This design comes from an exercise in tuning for small area on the open sky130 flow, not from production work. Function was checked by simulation only, so behaviour that the tests miss may differ from the original. No activity file was given, so power comes from the tool's default toggle rates.

## flow/design.v

```verilog
module io_device_fifo #(
  parameter int DATA_W  = 32,
  parameter int DEPTH   = 32,
  parameter int INDEX_W = 9,
  parameter int THRESH  = 1
) (
  input  logic                       clk,
  input  logic                       rst,
  input  logic [INDEX_W-1:0]         index,
  input  logic                       io_write,
  input  logic [DATA_W-1:0]          wdata,
  output logic [DATA_W-1:0]          rdata,
  output logic                       rdata_valid,
  input  logic                       ack,
  output logic                       gpio,
  input  logic                       ext_valid,
  input  logic [DATA_W-1:0]          ext_data,
  output logic                       ext_ready,
  output logic [$clog2(DEPTH):0]     count,
  output logic                       overflow
);
  localparam int AW = $clog2(DEPTH);
  localparam logic [AW:0] FULL = (AW+1)'(DEPTH);
  localparam logic [AW:0] THR  = (AW+1)'(THRESH);
  localparam logic [AW:0] ONE  = (AW+1)'(1);
  typedef enum logic [1:0] {IDLE = 2'd0, REQ = 2'd1, XFER = 2'd2, DONE = 2'd3} state_t;
  state_t            state, state_nxt;
  logic [DATA_W-1:0] mem [DEPTH];
  logic [AW-1:0]     wr_ptr, rd_ptr, slot;
  logic [AW:0]       burst_len, burst_nxt;
  logic              cs, ack_rd, cs_rd, cs_wr, push, pop, stat_sel;
  logic [DATA_W-1:0] status_word;
  logic              unused_idx;
  assign cs     = index[INDEX_W-1];
  assign ack_rd = ack && !io_write;
  assign cs_rd  = cs && !io_write;
  assign cs_wr  = cs && io_write;
  assign slot   = rd_ptr + index[AW-1:0];
  assign stat_sel = 1'b0;
  assign unused_idx = ^index[INDEX_W-2:AW];
  assign status_word = DATA_W'({overflow, state, count});
  assign ext_ready   = (count != FULL);
  assign push        = ext_valid && ext_ready;
  assign pop         = (state == XFER) && ack_rd && !cs && (count != '0);
  always_comb begin
    state_nxt = state;
    burst_nxt = burst_len;
    case (state)
      IDLE: if (count >= THR) state_nxt = REQ;
      REQ: begin
        if (ack_rd && !cs) begin
          burst_nxt = count;
          state_nxt = XFER;
        end
      end
      XFER: begin
        if (!ack_rd) begin
          state_nxt = REQ;
        end else if (!cs) begin
          if (count == '0) begin
            state_nxt = DONE;
          end else begin
            burst_nxt = burst_len - ONE;
            if (burst_len == ONE || (count == ONE && !push)) state_nxt = DONE;
          end
        end
      end
      DONE:    state_nxt = (count >= THR) ? REQ : IDLE;
      default: state_nxt = IDLE;
    endcase
  end
  always_ff @(posedge clk or posedge rst) begin
    if (rst) begin
      state       <= IDLE;
      burst_len   <= '0;
      gpio        <= 1'b0;
      wr_ptr      <= '0;
      rd_ptr      <= '0;
      count       <= '0;
      overflow    <= 1'b0;
      rdata       <= '0;
      rdata_valid <= 1'b0;
    end else begin
      state     <= state_nxt;
      burst_len <= burst_nxt;
      gpio      <= (state_nxt == REQ) || (state_nxt == XFER);
      if (push) wr_ptr <= wr_ptr + 1'b1;
      if (pop)  rd_ptr <= rd_ptr + 1'b1;
      case ({push, pop})
        2'b10:   count <= count + ONE;
        2'b01:   count <= count - ONE;
        default: count <= count;
      endcase
      if (ext_valid && !ext_ready) overflow <= 1'b1;
      else if (cs_wr && stat_sel)  overflow <= 1'b0;
      rdata_valid <= cs_rd || pop;
      if (cs_rd)    rdata <= stat_sel ? status_word : mem[slot];
      else if (pop) rdata <= mem[rd_ptr];
    end
  end
  always_ff @(posedge clk) begin
    if (push) mem[wr_ptr] <= ext_data;
    if (cs_wr && !stat_sel) mem[slot] <= wdata;
  end
endmodule
```

## flow/run.sh

```bash
#!/bin/bash
# synth_recipe.tcl (not shown) runs the flow's synth.tcl, then flattens the netlist and writes it again
# the make line also repeats each setting of config.mk as NAME=value (left out here)
make -C /OpenROAD-flow-scripts/flow DESIGN_CONFIG=/design/flow/config.mk WORK_HOME=/design/flow/orfs CLKGATE_MAP_FILE= SYNTH_SCRIPT=/design/flow/synth_recipe.tcl finish
```

## flow/config.mk

```make
export PLATFORM = sky130hd
export DESIGN_NAME = io_device_fifo
export DESIGN_NICKNAME = io_device_fifo
export VERILOG_FILES = /design/flow/design.v
export SDC_FILE = /design/flow/constraint.sdc
export NUM_CORES = 4
export LEC_CHECK = 0
export CAP_MARGIN = 20
export CORE_MARGIN = 2
export CORE_UTILIZATION = 40
export SLEW_MARGIN = 20
```

## flow/constraint.sdc

```tcl
create_clock -name core_clock -period 5.0 [get_ports {clk}]
set_input_delay 1.0000 -clock core_clock [delete_from_list [all_inputs] [get_ports {clk}]]
set_output_delay 1.0000 -clock core_clock [all_outputs]
set_load 0.01 [all_outputs]
```

==> reports/metrics.yaml <==
max_freq_mhz: 240
vias: 43400
status: "timing/DRC/antenna clean"
drt_pre_antenna_iters: 6
io_pins: 120
clk_latency_ns: 0.82
grt_pass1_wl_mm: 331
arrival_ns: 4.57
r2r_slack_ns: 0.95
clockPowerShare: 0.368
synth_cells: 4510
timing.hold.ws_ns: 0.486
hold_buffers: 0
critPathLaunchType: "primary input"
async_reset_ff_frac: 0.0545
synth_fp_nets: 4609
place.gp.congestion: 0.881
crit_end: "mem[9][24]$_DFFE_PP_"
relSlewSlack: 0.177
initial_core_util: 0.401
finalHoldViolations: 0
antenna_found_initial: 25
ys_seq_area_frac: 0.509
yosysUniqueCellTypes: 61
routedWlPerCell_um: 35.6
ys.flop_type: "edfxtp_1"
cts_sinks: 1083
fin_cells: 6652
synth_top_area_share: 0.485
tightest_slew_ns: 1.22
clk_path_buf_depth: 3
grt_pass1_vias: 42700
ys_warn_count: 1
grt_max_degree: 130
rows: 146
min_period_ns: 4.16
power.switching_w: 0.00717
grt-ovfl-total: 0
fillers: 14000
cts_buffers: 120
hold_class: "reg2reg"
drcViolationCount: 0
cp-startpoint: "index[0]"
numPortBuffers: 116
root_buffer: "clkbuf_16"
synth-edff-count: 1024
cts_tree: "built"
syn_area_um2: 63300
ys_ff_latch: 1083
final.setup.tns_ns: 0
wl_mm: 237
r2r-start: "rd_ptr[1]$_DFFE_PP0P_"
h-tree-depth: 3
cp.required_ns: 5.41
cellLeakagePower_nw: 24.2
max-vdd-ir-drop_uv: 306
syn_avg_cell_area_um2: 14.0
p_int_w: 0.0179
die_area_um2: 162000
drt-initial-drc-count: 6142
reg2reg_depth: 9
viasPerCell: 6.53
postCtsSetupRepairBufs: 0
drive_gt1_frac: 0.436
setup.worst_path.class: "in2reg"
clk_pin_slew_ns: 0.06
post_cts_resized: 0
fin_crit_sh: 0.832
r2r_end: "mem[9][24]$_DFFE_PP_"
crit_fanout: 16
rsz0062_at_grt: "false"
combPwrFrac: 0.188
cp-end-kind: "register"
drv_slew: 0
die_y_um: 402
finClkSkew_ns: 0.0628
yosysTopAreaCell: "edfxtp_1"
placed_cells: 6412
swShare: 0.286
syn_to_final_growth_pct: 14.7
finalSetupViolCount: 0
synthTopCellsByArea: "edfxtp_1, mux2_2, mux4_2"
dp_hpwl_mm: 145
p_seq_frac: 0.443
ant_nets: 0
core-area_um2: 158000
hp-start: "overflow$_DFFE_PP0P_"
nNetsFinal: 4562
groute.usage.overall: 0.290
powerDensity_nw_per_um2: 346
cap_violations: 0
chipWidth_um: 402
==> cell type report <==
| type | instances | area [um^2] | area share |
|---|---|---|---|
| Antenna cell | 9 | 22.5 | 0.000310 |
| Clock buffer | 153 | 3250 | 0.0447 |
| Clock inverter | 77 | 803 | 0.0111 |
| Inverter | 20 | 76.3 | 0.00105 |
| Multi-Input combinational cell | 2879 | 29500 | 0.406 |
| Sequential cell | 1083 | 32200 | 0.444 |
| Tap cell | 2072 | 2590 | 0.0357 |
| Timing Repair Buffer | 359 | 4190 | 0.0577 |
==> registers in the layout, summed over array words and instances (netlist names) <==
register	cells
state	2
rdata_valid	1
overflow	1
wr_ptr	5
gpio	1
count	6
rd_ptr	5
rdata	32
burst_len	6
mem	1024
==> synth_stat cells (9+ instances only) <==
cell,count
o2111ai_1,32
mux2_1,46
nand4_1,42
a31oi_1,54
buf_1,44
a21oi_1,38
ha_1,20
dfrtp_1,59
buf_2,123
mux4_2,383
nand2_1,617
nand3_1,139
o32ai_1,14
xnor2_1,14
inv_1,20
edfxtp_1,1024
clkbuf_1,355
a22oi_1,18
a2111oi_0,14
nor2_1,28
o21ai_0,96
mux2_2,1060
a211o_1,31
mux2i_1,114
a221oi_1,34
nor2b_1,9
==> cell families after synthesis <==
kind of cell,synth area share
simple gates,0.0582
fa+ha+maj,0.00427
buf+inv,0.0352
compound gates,0.0395
xor+xnor,0.00328
mux,0.351
flops,0.509
==> worst min path at each step <==
stage                                          end  slack (ns)  cells past startpoint
final                         overflow$_DFFE_PP0P_        0.49                      1
after global routing          overflow$_DFFE_PP0P_        0.50                      1
after CTS                     overflow$_DFFE_PP0P_        0.48                      1
after detailed placement      overflow$_DFFE_PP0P_        0.47                      1
after global placement        overflow$_DFFE_PP0P_        0.46                      1
after floorplan           burst_len[1]$_DFFE_PP0P_        0.47                      2
==> placed cells by master (no fill, tap or decap), types with 6 or more instances in the layout <==
master,count
mux2_2,1060
edfxtp_1,1024
nand2_1,579
mux4_2,383
nand3_1,138
buf_4,134
clkbuf_16,121
mux2i_1,114
buf_12,108
o21ai_0,91
clkdlybuf4s50_1,85
dfrtp_1,54
a31oi_1,53
mux2_1,46
nand4_1,42
a21oi_1,38
nand2_4,35
a221oi_1,34
o2111ai_1,32
a211o_1,31
buf_2,31
clkinv_1,30
clkinv_2,27
nor2_1,22
clkbuf_1,22
ha_1,19
inv_1,18
a22oi_1,18
a2111oi_0,14
o32ai_1,14
bufinv_16,14
xnor2_1,13
nor2_4,10
clkbuf_8,10
diode_2,9
nand2b_1,6
nor3_1,6
==> critical path: stages <==
cell and delay, ns:
clkdlybuf4s50_1 0.51, ha_4 0.15, inv_1 0.05, fa_4 0.49, nand2b_1 0.19, a21oi_2 0.35, xnor2_1 0.18, nor2_1 0.66
nand2_4 0.42, nand2_4 0.15, buf_4 0.40
==> per-stage QoR <==
| stage | utilization | instance area [um^2] | power [W] | setup slack [ns] |
|---|---|---|---|---|
| floorplan | - | 63300 | 0.0139 | 0.223 |
| global placement | 0.435 | 68700 | 0.0159 | 0.166 |
| detailed placement | 0.435 | 68700 | 0.0160 | 0.164 |
| CTS | 0.461 | 72700 | 0.0252 | 0.966 |
| global route | 0.460 | 72600 | 0.0258 | 0.857 |
| finish | 0.460 | 72600 | 0.0251 | 0.839 |
==> power by group through the flow <==
| stage | combinational (W) | clock (W) | sequential [W] |
|---|---|---|---|
| 4_1_cts | 0.00470 | 0.00934 | 0.0111 |
| 6_report | 0.00472 | 0.00925 | 0.0111 |
| 3_5_place_dp | 0.00469 | 0 | 0.0113 |
| 5_1_grt | 0.00496 | 0.00967 | 0.0112 |
| 2_1_floorplan | 0.00283 | 0 | 0.0111 |
| 3_3_place_gp | 0.00464 | 0 | 0.0113 |
==> per-layer routing <==
| layer | wire length, um | share of wire | track usage |
|---|---|---|---|
| met5 | 114 | 0.00048 | 0 |
| met4 | 11100 | 0.047 | 0.119 |
| met3 | 26200 | 0.11 | 0.0639 |
| met2 | 106000 | 0.45 | 0.441 |
| met1 | 93500 | 0.39 | 0.401 |

port drivers added, routing unchanged:
The flow's constraints put no driver on any port. The routed layout listed below was extracted and timed again, unchanged, in two steps.
Step 1 sets driving cells, clkbuf_16 on the clock port and buf_2 on the other inputs (assumed; they add their load-dependent delay and slew).
Step 2 times the ports against the registers' clock, not the clock port: input delays grow and output delays shrink by t, the midpoint of the rising clock arrivals with the driver on.
Slacks: ideal ports / drivers / drivers and shift; pairs: ideal ports / drivers.
t (ns): 0.870
slack for setup (ns): 0.839 / 0.884 / 0.014
clock arrival spread, ns: 0.063 / 0.064
After both steps setup and hold are still met in this run. The setup slack of this run moves by +0.045 ns with the drivers and by -0.825 ns with both steps.
